This design comes from an exercise in tuning for small area and few clock cycles on the open sky130 flow, not from production work. At most, simulation tests tie the RTL to the original design; equivalence was not proved. Power figures rest on the tool's default switching activity, not on a simulated workload.

// axil_wr_split
module axil_wr_split (
  input  logic                            aclk,
  input  logic                            aresetn,
  input  logic                            s_awvalid,
  output logic                            s_awready,
  input  logic [axil_split_pkg::ADDR_W-1:0] s_awaddr,
  input  logic                            s_wvalid,
  output logic                            s_wready,
  input  logic [axil_split_pkg::DATA_W-1:0] s_wdata,
  input  logic [axil_split_pkg::STRB_W-1:0] s_wstrb,
  output logic                            s_bvalid,
  input  logic                            s_bready,
  output logic [axil_split_pkg::RESP_W-1:0] s_bresp,
  output logic                            m0_awvalid,
  input  logic                            m0_awready,
  output logic [axil_split_pkg::ADDR_W-1:0] m0_awaddr,
  output logic                            m0_wvalid,
  input  logic                            m0_wready,
  output logic [axil_split_pkg::DATA_W-1:0] m0_wdata,
  output logic [axil_split_pkg::STRB_W-1:0] m0_wstrb,
  input  logic                            m0_bvalid,
  output logic                            m0_bready,
  input  logic [axil_split_pkg::RESP_W-1:0] m0_bresp,
  output logic                            m1_awvalid,
  input  logic                            m1_awready,
  output logic [axil_split_pkg::ADDR_W-1:0] m1_awaddr,
  output logic                            m1_wvalid,
  input  logic                            m1_wready,
  output logic [axil_split_pkg::DATA_W-1:0] m1_wdata,
  output logic [axil_split_pkg::STRB_W-1:0] m1_wstrb,
  input  logic                            m1_bvalid,
  output logic                            m1_bready,
  input  logic [axil_split_pkg::RESP_W-1:0] m1_bresp
);
For scale: ~300 cells after synthesis, about 57 flip-flops.
Settings: LEC_CHECK=0, CAP_MARGIN=20, CORE_MARGIN=2, CORE_UTILIZATION=40, CTS_BUF_LIST=sky130_fd_sc_hd__clkbuf_8, CTS_CLUSTER_DIAMETER=200, CTS_CLUSTER_SIZE=60, PLACE_DENSITY=0.6, SLEW_MARGIN=20; clock period 5.0 ns.
standard.sh (not shown) runs the stock make flow with config.mk's settings and CLKGATE_MAP_FILE= SYNTH_SCRIPT=/design/flow/synth_recipe.tcl, a recipe that flattens the netlist after the stock synthesis.
==> flow/flow/run.sh <==
#!/bin/bash
# Standard layout, with the smallest buffer on every input and output port.
export BUFFER_PORTS_ARGS="-buffer_cell sky130_fd_sc_hd__buf_1"
bash standard.sh > standard.log 2>&1
Change:
--- a/flow/config.mk
+++ b/flow/config.mk
@@ -9,7 +9,7 @@
 export CORE_MARGIN = 2
 export CORE_UTILIZATION = 40
-export CTS_BUF_LIST = sky130_fd_sc_hd__clkbuf_8
-export CTS_CLUSTER_DIAMETER = 200
-export CTS_CLUSTER_SIZE = 60
+export CTS_BUF_LIST = sky130_fd_sc_hd__clkbuf_4
+export CTS_CLUSTER_DIAMETER = 100
+export CTS_CLUSTER_SIZE = 30
 export PLACE_DENSITY = 0.6
 export SLEW_MARGIN = 20
What happened: Die area stays the same; worst setup slack gets worse by 0.11 ns; power falls by 4.8%.
Function was not checked in any run of this note: the RTL went through the layout flow alone.


Setup of job 101:
Another version of the RTL of axil_wr_split (not shown whole).
For scale: about 240 cells after synthesis, about 48 flip-flops, about 230 I/O pins, ~2800 µm² of cells after synthesis.
Design axil_wr_split, start of the top module:
module axil_wr_split (
  input  logic                            aclk,
  input  logic                            aresetn,
  input  logic                            s_awvalid,
  output logic                            s_awready,
  input  logic [axil_split_pkg::ADDR_W-1:0] s_awaddr,
  input  logic                            s_wvalid,
  output logic                            s_wready,
  input  logic [axil_split_pkg::DATA_W-1:0] s_wdata,
  input  logic [axil_split_pkg::STRB_W-1:0] s_wstrb,
  output logic                            s_bvalid,
  input  logic                            s_bready,
  output logic [axil_split_pkg::RESP_W-1:0] s_bresp,
  output logic                            m0_awvalid,
  input  logic                            m0_awready,
  output logic [axil_split_pkg::ADDR_W-1:0] m0_awaddr,
  output logic                            m0_wvalid,
  input  logic                            m0_wready,
  output logic [axil_split_pkg::DATA_W-1:0] m0_wdata,
  output logic [axil_split_pkg::STRB_W-1:0] m0_wstrb,
  input  logic                            m0_bvalid,
  output logic                            m0_bready,
  input  logic [axil_split_pkg::RESP_W-1:0] m0_bresp,
  output logic                            m1_awvalid,
  input  logic                            m1_awready,
  output logic [axil_split_pkg::ADDR_W-1:0] m1_awaddr,
  output logic                            m1_wvalid,
  input  logic                            m1_wready,
  output logic [axil_split_pkg::DATA_W-1:0] m1_wdata,
  output logic [axil_split_pkg::STRB_W-1:0] m1_wstrb,
  input  logic                            m1_bvalid,
  output logic                            m1_bready,
  input  logic [axil_split_pkg::RESP_W-1:0] m1_bresp
);
==> flow/config.mk <==
export PLATFORM = sky130hd
export DESIGN_NAME = axil_wr_split
export DESIGN_NICKNAME = axil_wr_split
export VERILOG_FILES = /design/flow/design.v
export SDC_FILE = /design/flow/constraint.sdc
export NUM_CORES = 4
export LEC_CHECK = 0
export CAP_MARGIN = 20
export CORE_MARGIN = 2
export CORE_UTILIZATION = 60
export CTS_BUF_LIST = sky130_fd_sc_hd__clkbuf_8
export PLACE_DENSITY = 0.75
export SLEW_MARGIN = 20
==> flow/constraint.sdc <==
create_clock -name core_clock -period 5.0 [get_ports {aclk}]
set_input_delay 1.0000 -clock core_clock [delete_from_list [all_inputs] [get_ports {aclk}]]
set_output_delay 1.0000 -clock core_clock [all_outputs]
set_load 0.01 [all_outputs]
==> flow/flow/run.sh <==
#!/bin/bash
# Standard layout, with the smallest buffer on every input and output port
# and one tie cell shared by the constant outputs.
export BUFFER_PORTS_ARGS="-buffer_cell sky130_fd_sc_hd__buf_1"
export SKIP_REPAIR_TIE_FANOUT=1
bash standard.sh > standard.log 2>&1
Testbench counts of job 101, summed over its fixed seeds: cycles 9,863.
## Diff of input files: job 102 against job 101
==> flow/flow/run.sh <==
#!/bin/bash
# Standard layout, with the smallest buffer on every input and output port.
export BUFFER_PORTS_ARGS="-buffer_cell sky130_fd_sc_hd__buf_1"
bash standard.sh > standard.log 2>&1
Notes after the runs:
Taking job 101 as 1.0, job 102 lands at 1.05 on count of placed standard cells including taps. Relative to job 101, job 102 degrades overall power consumption. Job 101 → job 102: fraction of area in registers went down 1.3 points, final routed wire length divided by cell count +0.49 µm, fmax now sits higher, fraction of power consumed by the clock network has increased, utilization climbed 1.5 points. Looking at count of clock-buffer cells in the layout, job 102 sits above job 101.
Inputs modified between job 102 and job 103:
==> flow/flow/run.sh <==
#!/bin/bash
# Standard layout with four changes: synthesis maps logic with an area
# oriented ABC script, the smallest buffer goes on every input and output
# port, one tie cell is shared by the constant outputs, and the clock tree
# has no dummy loads. The ORFS scripts are copied here and only the ABC
# script that synthesis reads is replaced.
set -e
rm -rf scripts_area
cp -r "$FLOW_HOME/scripts" scripts_area
cp flow/abc_map_area.script scripts_area/abc_speed.script
export SCRIPTS_DIR="$PWD/scripts_area"
export ADDER_MAP_FILE=
export BUFFER_PORTS_ARGS="-buffer_cell sky130_fd_sc_hd__buf_1"
export SKIP_REPAIR_TIE_FANOUT=1
export CTS_ARGS="-sink_clustering_enable -repair_clock_nets -buf_list sky130_fd_sc_hd__clkbuf_8 -dont_use_dummy_load"
bash standard.sh > standard.log 2>&1
==> flow/flow/abc_map_area.script (new file) <==
strash
dc2
dch -f
amap
--- outcome ---
- Changes observed in job 103 relative to job 102: buffering overhead now larger, post-synthesis to final-layout area growth saw a decrease, full die area lower, internal power consumption moved down, clock network area share shrank by 0.72 points.
- Cells: job 103 has fewer instances than job 102
- Power drawn by the clock network came out lower on job 103 than on job 102.
- Summary: fmax, job 103 worse than job 102
- The slack of the critical path number comes out lower for job 103 vs job 102.
Relative to job 103, the following input files were edited for job 104:
==> flow/flow/run.sh <==
#!/bin/bash
# Standard layout, with the smallest buffer on every input and output port
# and one tie cell shared by the constant outputs.
export BUFFER_PORTS_ARGS="-buffer_cell sky130_fd_sc_hd__buf_1"
export SKIP_REPAIR_TIE_FANOUT=1
bash standard.sh > standard.log 2>&1
-- flow/config.mk --
<<< job 103, line 7
export LEC_CHECK = 0
export CAP_MARGIN = 20
export CORE_MARGIN = 2
>>> job 104, line 7
export LEC_CHECK = 0
export CAP_MARGIN = 0
export CORE_MARGIN = 2
<<< job 103, line 12
export PLACE_DENSITY = 0.75
export SLEW_MARGIN = 20
>>> job 104, line 12
export PLACE_DENSITY = 0.75
export SLEW_MARGIN = 0
removed: flow/flow/abc_map_area.script
[summary]
- Taking job 103 as 1.0, job 104 lands at 1.09 on post-layout instance area.
- Hold slack in job 104 is 23 ps above job 103.
- Higher post-synthesis mux area share goes to job 104 over job 103.
- Setup slack (lower): job 103
- Job 104 finished end to end and its layout was clean on timing, DRC and antenna.
- Diff job 103 -> job 104 | final critical-path share of the clock period | decrease of 2.1 points
[inputs] job 105 vs job 104
-- flow/config.mk --
<<< job 104, line 9
export CORE_MARGIN = 2
export CORE_UTILIZATION = 60
export CTS_BUF_LIST = sky130_fd_sc_hd__clkbuf_8
export PLACE_DENSITY = 0.75
export SLEW_MARGIN = 0
>>> job 105, line 9
export CORE_MARGIN = 2
export CORE_UTILIZATION = 75
export CTS_BUF_LIST = sky130_fd_sc_hd__clkbuf_8
export PLACE_DENSITY = 0.85
export SLEW_MARGIN = 0
### Flow results
- Between job 104 and job 105, the difference in fraction of synthesized cell area in xor and xnor cells is negligible.
- Diff job 105..job 104 | synthesized-area fraction occupied by ao, oa, aoi and oai cells | unchanged
- As of job 105, number of standard-cell rows in the floorplan had fallen by a little under 10% compared to job 104.
- Relative to job 104, height of the chip has decreased by 7.2 µm in job 105.
- Between job 104 and job 105, the synthesized cell count figures differ only marginally.
- Job 105 -> job 104: fraction of the mapped netlist area in adder cells delta 0, exact match
- Job 105 did not finish; a tool error ended it in I/O pin placement.
- Count of cell types in the netlist: job 104 vs job 105 identical
- Job 105 ended up with a higher initial core utilization than job 104 did.
- Re area after synthesis: no difference whatsoever between job 105 and job 104.
- Against job 104, job 105 comes in 10% lower on width of the chip.


Another version of the RTL of axil_wr_split (not shown whole).
For scale: roughly 240 cells after synthesis, about 48 flip-flops, ~230 I/O pins, about 0.0026 mm2 of cells after synthesis.
==> flow/config.mk <==
export PLATFORM = sky130hd
export DESIGN_NAME = axil_wr_split
export DESIGN_NICKNAME = axil_wr_split
export VERILOG_FILES = /design/flow/design.v
export SDC_FILE = /design/flow/constraint.sdc
export NUM_CORES = 4
export LEC_CHECK = 0
export CAP_MARGIN = 20
export CORE_MARGIN = 2
export CORE_UTILIZATION = 60
export CTS_BUF_LIST = sky130_fd_sc_hd__clkbuf_8
export PLACE_DENSITY = 0.75
export SLEW_MARGIN = 20
==> flow/constraint.sdc <==
create_clock -name core_clock -period 5.0 [get_ports {aclk}]
set_input_delay 1.0000 -clock core_clock [delete_from_list [all_inputs] [get_ports {aclk}]]
set_output_delay 1.0000 -clock core_clock [all_outputs]
set_load 0.01 [all_outputs]
==> flow/flow/run.sh <==
#!/bin/bash
# Standard layout with these changes: synthesis skips the half/full adder
# extraction and maps logic with an area oriented ABC script (registers are
# untouched), the smallest buffer goes on every input and output port, one
# tie cell is shared by the constant outputs, and the clock tree has no
# dummy loads. The ORFS scripts are copied here and only the ABC script
# that synthesis reads is replaced. Tool output goes to standard.log and
# to ORFS's per-step logs under orfs/logs.
set -e
rm -rf scripts_area
cp -r "$FLOW_HOME/scripts" scripts_area
cp flow/abc_map_area.script scripts_area/abc_speed.script
export SCRIPTS_DIR="$PWD/scripts_area"
export ADDER_MAP_FILE=
export BUFFER_PORTS_ARGS="-buffer_cell sky130_fd_sc_hd__buf_1"
export SKIP_REPAIR_TIE_FANOUT=1
export CTS_ARGS="-sink_clustering_enable -repair_clock_nets -buf_list sky130_fd_sc_hd__clkbuf_8 -dont_use_dummy_load"
bash standard.sh > standard.log 2>&1
==> flow/flow/abc_map_area.script <==
strash
dc2
dch -f
amap
Testbench counts at the start, summed over its fixed seeds: cycles 9,863.
Rerun with:
==> flow/flow/run.sh (replaced) <==
#!/bin/bash
# Standard layout with four changes: synthesis maps logic with an area
# oriented ABC script, the smallest buffer goes on every input and output
# port, one tie cell is shared by the constant outputs, and the clock tree
# has no dummy loads. The ORFS scripts are copied here and only the ABC
# script that synthesis reads is replaced.
set -e
rm -rf scripts_area
cp -r "$FLOW_HOME/scripts" scripts_area
cp flow/abc_map_area.script scripts_area/abc_speed.script
export SCRIPTS_DIR="$PWD/scripts_area"
export ADDER_MAP_FILE=
export BUFFER_PORTS_ARGS="-buffer_cell sky130_fd_sc_hd__buf_1"
export SKIP_REPAIR_TIE_FANOUT=1
export CTS_ARGS="-sink_clustering_enable -repair_clock_nets -buf_list sky130_fd_sc_hd__clkbuf_8 -dont_use_dummy_load"
bash standard.sh > standard.log 2>&1
Outcome: Flip-flop and latch count stays the same; power stays the same; count of clock-buffer cells in the layout does not change; final cell count does not change; synthesized area is unchanged; routed wire length stays the same; clock power barely changes.


axil_wr_split, a different RTL version from the one above (not shown whole).
Size: ~230 cells after synthesis, roughly 47 flip-flops, roughly 230 I/O pins, ~2700 sq um of cells after synthesis.
export LEC_CHECK = 0
export CAP_MARGIN = 20
export CORE_MARGIN = 2
export CORE_UTILIZATION = 60
export CTS_BUF_LIST = sky130_fd_sc_hd__clkbuf_8
export PLACE_DENSITY = 0.75
export SLEW_MARGIN = 20
create_clock -name core_clock -period 5.0 [get_ports {aclk}]
==> flow/flow/run.sh <==
#!/bin/bash
# Standard layout with three changes: the smallest buffer on every input
# and output port, one tie cell shared by the constant outputs, and no
# dummy loads in the clock tree.
export BUFFER_PORTS_ARGS="-buffer_cell sky130_fd_sc_hd__buf_1"
export SKIP_REPAIR_TIE_FANOUT=1
export CTS_ARGS="-sink_clustering_enable -repair_clock_nets -buf_list sky130_fd_sc_hd__clkbuf_8 -dont_use_dummy_load"
bash standard.sh > standard.log 2>&1
The baseline completed with no timing, DRC or antenna violations.
Testbench counts at the start, summed over its fixed seeds: cycles 10,137.
Next try:
==> flow/flow/run.sh (replaced) <==
#!/bin/bash
# Standard layout with four changes: synthesis maps logic with an area
# oriented ABC script, the smallest buffer goes on every input and output
# port, one tie cell is shared by the constant outputs, and the clock tree
# has no dummy loads. The ORFS scripts are copied here and only the ABC
# script that synthesis reads is replaced.
set -e
rm -rf scripts_area
cp -r "$FLOW_HOME/scripts" scripts_area
cp flow/abc_map_area.script scripts_area/abc_speed.script
export SCRIPTS_DIR="$PWD/scripts_area"
export ADDER_MAP_FILE=
export BUFFER_PORTS_ARGS="-buffer_cell sky130_fd_sc_hd__buf_1"
export SKIP_REPAIR_TIE_FANOUT=1
export CTS_ARGS="-sink_clustering_enable -repair_clock_nets -buf_list sky130_fd_sc_hd__clkbuf_8 -dont_use_dummy_load"
bash standard.sh > standard.log 2>&1
==> flow/flow/abc_map_area.script (new file) <==
strash
dc2
dch -f
amap
After rerunning: The changed run finished with timing, DRC and antenna clean; synthesized area is lower by about 6%; die area came out lower by about 5.4%; total power shrinks by about 7%; clock skew stays flat; setup slack gets better by 0.031 ns; clock-buffer cell count does not change; cell area goes down by 6.4%.
Next try:
==> flow/flow/run.sh (replaced) <==
#!/bin/bash
# Standard layout, with the smallest buffer on every input and output port.
export BUFFER_PORTS_ARGS="-buffer_cell sky130_fd_sc_hd__buf_1"
bash standard.sh > standard.log 2>&1
removed: flow/flow/abc_map_area.script
Result: The changed run went through all stages and came out clean. Routed wire length grows by 19%. Utilization grows by 1.6 points. Clock skew shrinks by 0.017 ns. Die area grows by 5.7%. Cell area grows by about 10%. Setup slack got worse by 0.095 ns. Synthesized cell count shrinks by 3.7%.
Next try:
==> flow/flow/run.sh (replaced) <==
#!/bin/bash
# Standard layout with four changes: synthesis maps logic with an area
# oriented ABC script, the smallest buffer goes on every input and output
# port, one tie cell is shared by the constant outputs, and the clock tree
# has no dummy loads. The ORFS scripts are copied here and only the ABC
# script that synthesis reads is replaced.
set -e
rm -rf scripts_area
cp -r "$FLOW_HOME/scripts" scripts_area
cp flow/abc_map_area.script scripts_area/abc_speed.script
export SCRIPTS_DIR="$PWD/scripts_area"
export BUFFER_PORTS_ARGS="-buffer_cell sky130_fd_sc_hd__buf_1"
export SKIP_REPAIR_TIE_FANOUT=1
export CTS_ARGS="-sink_clustering_enable -repair_clock_nets -buf_list sky130_fd_sc_hd__clkbuf_8 -dont_use_dummy_load"
bash standard.sh > standard.log 2>&1
==> flow/flow/abc_map_area.script (new file) <==
strash
dc2
dch -f
map -a
Clock skew rises by 0.021 ns.
Power rises by 4.1%.
Combinational power rises by about 15%.
Clock-buffer cell count is unchanged.
Worst setup slack degrades by 0.26 ns.
Critical path depth rises by 2.
Final cell count rises by 2.9%.
Final area falls by about 5%.

[what the ideal ports hide]
In the flow no input, the clock included, has a driving cell. The finished layouts below were timed again as built, in two steps.
Step 1 assumes that a clkbuf_16 drives the clock port and a buf_2 every other input.
Step 2, shift: input delay + t, output delay - t, t = (earliest + latest rising clock arrival at the registers) / 2. This alone moves slack from input paths to output paths.
a / b / c = no drivers / after step 1 / after step 2; a / b = the first two.
run	shift t [ns]	setup slack, ns	worst slew at a driven data input, ns
the first run of note 1	0.364	1.570 / 1.538 / 1.666	0.12
the second run of note 1	0.436	1.460 / 1.431 / 1.665	0.12
job 101	0.320	1.395 / 1.395 / 1.395	0.13
job 102	0.317	1.446 / 1.446 / 1.446	0.15
job 103	0.305	1.291 / 1.268 / 1.359	0.17
job 104	0.320	1.395 / 1.395 / 1.395	0.13
the first run of note 3	0.309	1.370 / 1.370 / 1.370	0.17
the second run of note 3	0.309	1.370 / 1.370 / 1.370	0.17
the first run of note 4	0.303	1.355 / 1.334 / 1.355	0.18
the second run of note 4	0.317	1.385 / 1.359 / 1.563	0.15
the third run of note 4	0.323	1.291 / 1.291 / 1.291	0.16
the fourth run of note 4	0.312	1.035 / 1.010 / 1.055	0.19
After both steps every run listed still meets setup and hold.
